From an optimization exercise on the open Yosys and OpenROAD flow, aimed at small area; shortcuts taken in it are not production practice. Function was checked by simulation only, so behaviour that the tests miss may differ from the original. The flow treats the clock pin as an ideal source, which a real chip does not have.

==> inputs of cedar <==
==> flow/design.v <==
module char_buf_arbiter #(
  parameter int         COLS       = 10,
  parameter int         ROWS       = 16,
  parameter logic [7:0] CLEAR_CHAR = 8'h20
) (
  input  logic       clk,
  input  logic       rst,
  input  logic [7:0] rd_xy,
  output logic [7:0] rd_code,
  input  logic       a_req,
  input  logic [7:0] a_xy,
  input  logic [7:0] a_code,
  output logic       a_gnt,
  input  logic       b_req,
  input  logic [7:0] b_xy,
  input  logic [7:0] b_code,
  output logic       b_gnt,
  input  logic       clr_req,
  output logic       busy
);
  localparam int NENT = COLS * 16;
  logic       clearing_q;    
  logic [7:0] clr_addr_q;    
  logic       rr_last_b_q;   
  logic [7:0] rd_code_q;
  logic [7:0] mem [NENT];
  logic       idle;
  logic       we;
  logic [7:0] wr_addr;
  logic [7:0] wr_data;
  function automatic logic on_screen(input logic [7:0] xy);
    on_screen = (xy < 8'(NENT));
  endfunction
  assign idle  = !rst && !clearing_q;
  assign busy  = !idle;
  assign a_gnt = idle && !clr_req && a_req && (!b_req || rr_last_b_q);
  assign b_gnt = idle && !clr_req && b_req && !(a_req && rr_last_b_q);
  always_comb begin
    if (clearing_q) begin
      wr_addr = clr_addr_q;
      wr_data = CLEAR_CHAR;
    end else if (a_gnt) begin
      wr_addr = a_xy;
      wr_data = a_code;
    end else begin
      wr_addr = b_xy;
      wr_data = b_code;
    end
  end
  assign we = !rst && (clearing_q || a_gnt || b_gnt) && on_screen(wr_addr);
  always_ff @(posedge clk) begin
    if (rst) begin
      clearing_q  <= 1'b1;
      clr_addr_q  <= '0;
      rr_last_b_q <= 1'b1;
    end else begin
      if (clearing_q) begin
        clr_addr_q <= clr_addr_q + 8'd1;
        if (clr_addr_q == 8'hFF) clearing_q <= 1'b0;
      end else if (clr_req) begin
        clearing_q <= 1'b1;
      end
      if (a_gnt) rr_last_b_q <= 1'b0;
      else if (b_gnt) rr_last_b_q <= 1'b1;
    end
  end
  always_ff @(posedge clk) begin
    for (int i = 0; i < NENT; i++)
      if (we && wr_addr == 8'(i)) mem[i] <= wr_data;
  end
  always_ff @(posedge clk) begin
    if (rst)                   rd_code_q <= '0;
    else if (on_screen(rd_xy)) rd_code_q <= mem[rd_xy];
    else                       rd_code_q <= CLEAR_CHAR;
  end
  assign rd_code = rd_code_q;
endmodule
==> flow/run.sh <==
#!/bin/bash
# synth_recipe.tcl (not shown) runs the flow's synth.tcl, then flattens the netlist and writes it again
# the make line also repeats each setting of config.mk as NAME=value (left out here)
make -C /OpenROAD-flow-scripts/flow DESIGN_CONFIG=/design/flow/config.mk WORK_HOME=/design/flow/orfs CLKGATE_MAP_FILE= SYNTH_SCRIPT=/design/flow/synth_recipe.tcl finish
==> flow/config.mk <==
export PLATFORM = sky130hd
export DESIGN_NAME = char_buf_arbiter
export DESIGN_NICKNAME = char_buf_arbiter
export VERILOG_FILES = /design/flow/design.v
export SDC_FILE = /design/flow/constraint.sdc
export NUM_CORES = 4
export LEC_CHECK = 0
export CAP_MARGIN = 20
export CORE_MARGIN = 2
export CORE_UTILIZATION = 40
export SLEW_MARGIN = 20
==> flow/constraint.sdc <==
create_clock -name core_clock -period 5.0 [get_ports {clk}]
set_input_delay 1.0000 -clock core_clock [delete_from_list [all_inputs] [get_ports {clk}]]
set_output_delay 1.0000 -clock core_clock [all_outputs]
set_load 0.01 [all_outputs]
==> inputs of harbor, as changes to cedar <==
--- a/flow/design.v
+++ b/flow/design.v
@@ -1,2 +1,79 @@
+module cb_aoi222 (
+  input  logic a1, a2, b1, b2, c1, c2,
+  output logic y
+);
+  assign y = !((a1 & a2) | (b1 & b2) | (c1 & c2));
+endmodule
+module cb_nand4 (
+  input  logic a, b, c, d,
+  output logic y
+);
+  assign y = !(a & b & c & d);
+endmodule
+module cb_nor2 (
+  input  logic a, b,
+  output logic y
+);
+  assign y = !(a | b);
+endmodule
+module cb_or4 (
+  input  logic a, b, c, d,
+  output logic y
+);
+  assign y = a | b | c | d;
+endmodule
+module cb_inv (
+  input  logic a,
+  output logic y
+);
+  assign y = !a;
+endmodule
+module cb_nand2 (
+  input  logic a, b,
+  output logic y
+);
+  assign y = !(a & b);
+endmodule
+module cb_rd_bit (
+  input  logic [159:0] sel,
+  input  logic [159:0] d,
+  output logic [3:0]   y
+);
+  logic [53:0] l1;
+  logic [13:0] l2;
+  for (genvar i = 0; i < 53; i++) begin : g_l1
+    cb_aoi222 u (.a1(sel[3*i]), .a2(d[3*i]), .b1(sel[3*i+1]), .b2(d[3*i+1]),
+                 .c1(sel[3*i+2]), .c2(d[3*i+2]), .y(l1[i]));
+  end
+  cb_nand2 u_l1_last (.a(sel[159]), .b(d[159]), .y(l1[53]));
+  for (genvar i = 0; i < 13; i++) begin : g_l2
+    cb_nand4 u (.a(l1[4*i]), .b(l1[4*i+1]), .c(l1[4*i+2]), .d(l1[4*i+3]),
+                .y(l2[i]));
+  end
+  cb_nand2 u_l2_last (.a(l1[52]), .b(l1[53]), .y(l2[13]));
+  cb_or4 u_l3_0 (.a(l2[0]),  .b(l2[1]),  .c(l2[2]),  .d(l2[3]),  .y(y[0]));
+  cb_or4 u_l3_1 (.a(l2[4]),  .b(l2[5]),  .c(l2[6]),  .d(l2[7]),  .y(y[1]));
+  cb_or4 u_l3_2 (.a(l2[8]),  .b(l2[9]),  .c(l2[10]), .d(l2[11]), .y(y[2]));
+  assign y[3] = l2[12] | l2[13];
+endmodule
+module cb_dec #(
+  parameter int COLS = 10
+) (
+  input  logic               en,
+  input  logic [7:0]         xy,
+  output logic [COLS*16-1:0] out
+);
+  logic [COLS-1:0] col_n;
+  logic [15:0]     row_n;
+  always_comb begin
+    for (int c = 0; c < COLS; c++) col_n[c] = !(en && xy[7:4] == 4'(c));
+    for (int r = 0; r < 16; r++)   row_n[r] = !(xy[3:0] == 4'(r));
+  end
+  for (genvar c = 0; c < COLS; c++) begin : g_c
+    for (genvar r = 0; r < 16; r++) begin : g_r
+      cb_nor2 u (.a(col_n[c]), .b(row_n[r]), .y(out[c*16+r]));
+    end
+  end
+endmodule
 module char_buf_arbiter #(
   parameter int         COLS       = 10,
@@ -25,11 +102,11 @@
   logic [7:0] rd_code_q;
   logic [7:0] mem [NENT];
-  logic       idle;
-  logic       we;
-  logic [7:0] wr_addr;
-  logic [7:0] wr_data;
-  function automatic logic on_screen(input logic [7:0] xy);
-    on_screen = (xy < 8'(NENT));
-  endfunction
+  logic            idle;
+  logic            wr_en;
+  logic [7:0]      wr_addr;
+  logic [7:0]      wr_data;
+  logic [NENT-1:0] wr_sel;
+  logic [NENT-1:0] rd_sel;
+  logic [7:0]      rd_data;
   assign idle  = !rst && !clearing_q;
   assign busy  = !idle;
@@ -48,5 +125,5 @@
     end
   end
-  assign we = !rst && (clearing_q || a_gnt || b_gnt) && on_screen(wr_addr);
+  assign wr_en = !rst && (clearing_q || a_gnt || b_gnt);
   always_ff @(posedge clk) begin
     if (rst) begin
@@ -65,12 +142,31 @@
     end
   end
+  cb_dec #(.COLS(COLS)) u_wr_dec (.en(wr_en), .xy(wr_addr), .out(wr_sel));
+  cb_dec #(.COLS(COLS)) u_rd_dec (.en(1'b1),  .xy(rd_xy),   .out(rd_sel));
+  logic [7:0] wr_data_n;
+  logic [7:0] wr_data_col [COLS];
+  assign wr_data_n = ~wr_data;
+  for (genvar c = 0; c < COLS; c++) begin : g_wd
+    for (genvar b = 0; b < 8; b++) begin : g_b
+      cb_inv u (.a(wr_data_n[b]), .y(wr_data_col[c][b]));
+    end
+  end
   always_ff @(posedge clk) begin
     for (int i = 0; i < NENT; i++)
-      if (we && wr_addr == 8'(i)) mem[i] <= wr_data;
+      if (wr_sel[i]) mem[i] <= wr_data_col[i/16];
+  end
+  for (genvar b = 0; b < 8; b++) begin : g_rd
+    logic [NENT-1:0] col_bits;
+    for (genvar i = 0; i < NENT; i++) begin : g_e
+      assign col_bits[i] = mem[i][b];
+    end
+    logic [3:0] part;
+    cb_rd_bit u_bit (.sel(rd_sel), .d(col_bits), .y(part));
+    assign rd_data[b] = |part;
   end
   always_ff @(posedge clk) begin
-    if (rst)                   rd_code_q <= '0;
-    else if (on_screen(rd_xy)) rd_code_q <= mem[rd_xy];
-    else                       rd_code_q <= CLEAR_CHAR;
+    if (rst)                    rd_code_q <= '0;
+    else if (rd_xy < 8'(NENT))  rd_code_q <= rd_data;
+    else                        rd_code_q <= CLEAR_CHAR;
   end
   assign rd_code = rd_code_q;
--- a/flow/config.mk
+++ b/flow/config.mk
@@ -8,4 +8,11 @@
 export CAP_MARGIN = 20
 export CORE_MARGIN = 2
-export CORE_UTILIZATION = 40
+export CORE_UTILIZATION = 75
+export CTS_BUF_LIST = sky130_fd_sc_hd__clkbuf_16
+export CTS_CLUSTER_DIAMETER = 100
+export CTS_CLUSTER_SIZE = 30
+export GPL_TIMING_DRIVEN = 0
+export PLACE_DENSITY = 0.8
 export SLEW_MARGIN = 20
+export SYNTH_HIERARCHICAL = 1
+export SYNTH_MINIMUM_KEEP_SIZE = 0
==> inputs of lagoon, as changes to cedar <==
--- a/flow/design.v
+++ b/flow/design.v
@@ -1,2 +1,79 @@
+module cb_aoi222 (
+  input  logic a1, a2, b1, b2, c1, c2,
+  output logic y
+);
+  assign y = !((a1 & a2) | (b1 & b2) | (c1 & c2));
+endmodule
+module cb_nand4 (
+  input  logic a, b, c, d,
+  output logic y
+);
+  assign y = !(a & b & c & d);
+endmodule
+module cb_nor2 (
+  input  logic a, b,
+  output logic y
+);
+  assign y = !(a | b);
+endmodule
+module cb_or4 (
+  input  logic a, b, c, d,
+  output logic y
+);
+  assign y = a | b | c | d;
+endmodule
+module cb_inv (
+  input  logic a,
+  output logic y
+);
+  assign y = !a;
+endmodule
+module cb_nand2 (
+  input  logic a, b,
+  output logic y
+);
+  assign y = !(a & b);
+endmodule
+module cb_rd_bit (
+  input  logic [159:0] sel,
+  input  logic [159:0] d,
+  output logic [3:0]   y
+);
+  logic [53:0] l1;
+  logic [13:0] l2;
+  for (genvar i = 0; i < 53; i++) begin : g_l1
+    cb_aoi222 u (.a1(sel[3*i]), .a2(d[3*i]), .b1(sel[3*i+1]), .b2(d[3*i+1]),
+                 .c1(sel[3*i+2]), .c2(d[3*i+2]), .y(l1[i]));
+  end
+  cb_nand2 u_l1_last (.a(sel[159]), .b(d[159]), .y(l1[53]));
+  for (genvar i = 0; i < 13; i++) begin : g_l2
+    cb_nand4 u (.a(l1[4*i]), .b(l1[4*i+1]), .c(l1[4*i+2]), .d(l1[4*i+3]),
+                .y(l2[i]));
+  end
+  cb_nand2 u_l2_last (.a(l1[52]), .b(l1[53]), .y(l2[13]));
+  cb_or4 u_l3_0 (.a(l2[0]),  .b(l2[1]),  .c(l2[2]),  .d(l2[3]),  .y(y[0]));
+  cb_or4 u_l3_1 (.a(l2[4]),  .b(l2[5]),  .c(l2[6]),  .d(l2[7]),  .y(y[1]));
+  cb_or4 u_l3_2 (.a(l2[8]),  .b(l2[9]),  .c(l2[10]), .d(l2[11]), .y(y[2]));
+  assign y[3] = l2[12] | l2[13];
+endmodule
+module cb_dec #(
+  parameter int COLS = 10
+) (
+  input  logic               en,
+  input  logic [7:0]         xy,
+  output logic [COLS*16-1:0] out
+);
+  logic [COLS-1:0] col_n;
+  logic [15:0]     row_n;
+  always_comb begin
+    for (int c = 0; c < COLS; c++) col_n[c] = !(en && xy[7:4] == 4'(c));
+    for (int r = 0; r < 16; r++)   row_n[r] = !(xy[3:0] == 4'(r));
+  end
+  for (genvar c = 0; c < COLS; c++) begin : g_c
+    for (genvar r = 0; r < 16; r++) begin : g_r
+      cb_nor2 u (.a(col_n[c]), .b(row_n[r]), .y(out[c*16+r]));
+    end
+  end
+endmodule
 module char_buf_arbiter #(
   parameter int         COLS       = 10,
@@ -25,11 +102,11 @@
   logic [7:0] rd_code_q;
   logic [7:0] mem [NENT];
-  logic       idle;
-  logic       we;
-  logic [7:0] wr_addr;
-  logic [7:0] wr_data;
-  function automatic logic on_screen(input logic [7:0] xy);
-    on_screen = (xy < 8'(NENT));
-  endfunction
+  logic            idle;
+  logic            wr_en;
+  logic [7:0]      wr_addr;
+  logic [7:0]      wr_data;
+  logic [NENT-1:0] wr_sel;
+  logic [NENT-1:0] rd_sel;
+  logic [7:0]      rd_data;
   assign idle  = !rst && !clearing_q;
   assign busy  = !idle;
@@ -48,5 +125,5 @@
     end
   end
-  assign we = !rst && (clearing_q || a_gnt || b_gnt) && on_screen(wr_addr);
+  assign wr_en = !rst && (clearing_q || a_gnt || b_gnt);
   always_ff @(posedge clk) begin
     if (rst) begin
@@ -65,12 +142,31 @@
     end
   end
+  cb_dec #(.COLS(COLS)) u_wr_dec (.en(wr_en), .xy(wr_addr), .out(wr_sel));
+  cb_dec #(.COLS(COLS)) u_rd_dec (.en(1'b1),  .xy(rd_xy),   .out(rd_sel));
+  logic [7:0] wr_data_n;
+  logic [7:0] wr_data_col [COLS];
+  assign wr_data_n = ~wr_data;
+  for (genvar c = 0; c < COLS; c++) begin : g_wd
+    for (genvar b = 0; b < 8; b++) begin : g_b
+      cb_inv u (.a(wr_data_n[b]), .y(wr_data_col[c][b]));
+    end
+  end
   always_ff @(posedge clk) begin
     for (int i = 0; i < NENT; i++)
-      if (we && wr_addr == 8'(i)) mem[i] <= wr_data;
+      if (wr_sel[i]) mem[i] <= wr_data_col[i/16];
+  end
+  for (genvar b = 0; b < 8; b++) begin : g_rd
+    logic [NENT-1:0] col_bits;
+    for (genvar i = 0; i < NENT; i++) begin : g_e
+      assign col_bits[i] = mem[i][b];
+    end
+    logic [3:0] part;
+    cb_rd_bit u_bit (.sel(rd_sel), .d(col_bits), .y(part));
+    assign rd_data[b] = |part;
   end
   always_ff @(posedge clk) begin
-    if (rst)                   rd_code_q <= '0;
-    else if (on_screen(rd_xy)) rd_code_q <= mem[rd_xy];
-    else                       rd_code_q <= CLEAR_CHAR;
+    if (rst)                    rd_code_q <= '0;
+    else if (rd_xy < 8'(NENT))  rd_code_q <= rd_data;
+    else                        rd_code_q <= CLEAR_CHAR;
   end
   assign rd_code = rd_code_q;
==> flow/flow/run.sh (new file) <==
#!/bin/bash
# Own layout flow: the standard flow (standard synthesis, floorplan, power
# grid, taps, placement, routing) with two changes:
#  - port buffers use buf_2 instead of the default delay buffer;
#  - clock tree synthesis with larger sink clusters and no dummy loads.
set -euo pipefail
export BUFFER_PORTS_ARGS="-buffer_cell sky130_fd_sc_hd__buf_2"
export CTS_ARGS="-sink_clustering_enable -repair_clock_nets -sink_clustering_size 34 -sink_clustering_max_diameter 100 -buf_list sky130_fd_sc_hd__clkbuf_16 -dont_use_dummy_load"
bash standard.sh > standard.log 2>&1
==> flow/standard.sh (new file) <==
#!/bin/bash
# synth_recipe.tcl (not shown) runs the flow's synth.tcl, then flattens the netlist and writes it again
# the make line also repeats each setting of config.mk as NAME=value (left out here)
make -C /OpenROAD-flow-scripts/flow DESIGN_CONFIG=/design/flow/config.mk WORK_HOME=/design/flow/orfs CLKGATE_MAP_FILE= SYNTH_SCRIPT=/design/flow/synth_recipe.tcl "${@:-finish}"
--- a/flow/config.mk
+++ b/flow/config.mk
@@ -8,4 +8,11 @@
 export CAP_MARGIN = 20
 export CORE_MARGIN = 2
-export CORE_UTILIZATION = 40
+export CORE_UTILIZATION = 75
+export CTS_BUF_LIST = sky130_fd_sc_hd__clkbuf_16
+export CTS_CLUSTER_DIAMETER = 100
+export CTS_CLUSTER_SIZE = 30
+export GPL_TIMING_DRIVEN = 0
+export PLACE_DENSITY = 0.8
 export SLEW_MARGIN = 20
+export SYNTH_HIERARCHICAL = 1
+export SYNTH_MINIMUM_KEEP_SIZE = 0
removed: flow/run.sh
==> notes.md <==
|  | cedar | lagoon | harbor |
|---|---|---|---|
| Crit. Startpoint | rd_xy[6] | b_req | b_req |
| Endpoint arrival time on the critical path | 5.14 ns | 5.09 ns | 5.59 ns |
| Antenna violations before repair | 34 | 9 | 8 |
| Vias in the first global route | 35200 | 26100 | 26000 |
| Non-clock buffer total of the final layout | 643 | 74 | 79 |
| Status | no timing/DRC/antenna violations | no timing/DRC/antenna violations | complete, but fails checks |
| Layout check failures | - | - | negative setup slack |
| Switching part of the total | 22.5% | 18.7% | 19.0% |
| Met2 demand-to-capacity share in global routing | 61.0% | 58.4% | 59.5% |
| Floorplan Core Area | 0.124 mm2 | 0.0616 mm2 | 0.0616 mm2 |
| Share of cell area taken by flip-flops and latches | 63.0% | 78.5% | 77.3% |
| Fraction of the mapped netlist area in simple logic gates | 8.19% | 6.15% | 6.15% |
| Delay of the slowest cell on the worst path | 0.92 ns | 0.99 ns | 0.98 ns |
| Wire length per cell | 52.5 um | 36.8 um | 36.5 um |
| Router iterations before antenna repair | 8 | 9 | 12 |
| Post-route non-filler standard cell count | 5408 | 3425 | 3471 |
| Gp weighted congestion | 1.11 | 0.974 | 0.963 |
| Period Utilization, post-route | 89.4% | 96.4% | 106% |
| Number of resized instances in the post-cts repair step | 0 | 0 | 3 |
| Required time at the endpoint of the critical path | 5.67 ns | 5.27 ns | 5.28 ns |

-- afterwards: timing with drivers on the ports --
How much do the figures lean on ideal ports? The routed layouts below were timed once more, with nothing changed but the port constraints. Step 1 assumes that a clkbuf_16 drives the clock port and a buf_2 every other input. Step 2, shift: input delay + t, output delay - t, t = (earliest + latest rising clock arrival at the registers) / 2. This alone moves slack from input paths to output paths. Three values: no drivers, after step 1, after step 2; two values: the first two.
run	t, ns	setup WS [ns]	clock arrival spread, ns
cedar	0.880	0.530 / 0.573 / -0.307	0.051 / 0.052
harbor	0.704	-0.312 / -0.271 / -0.975	0.035 / 0.036
lagoon	0.673	0.181 / 0.206 / -0.448	0.083 / 0.083
Met with ideal ports but missed after step 2: setup timing in cedar and lagoon. For cedar, which loses most, drivers alone change the setup slack by +0.043 ns; drivers and shift together by -0.837 ns.
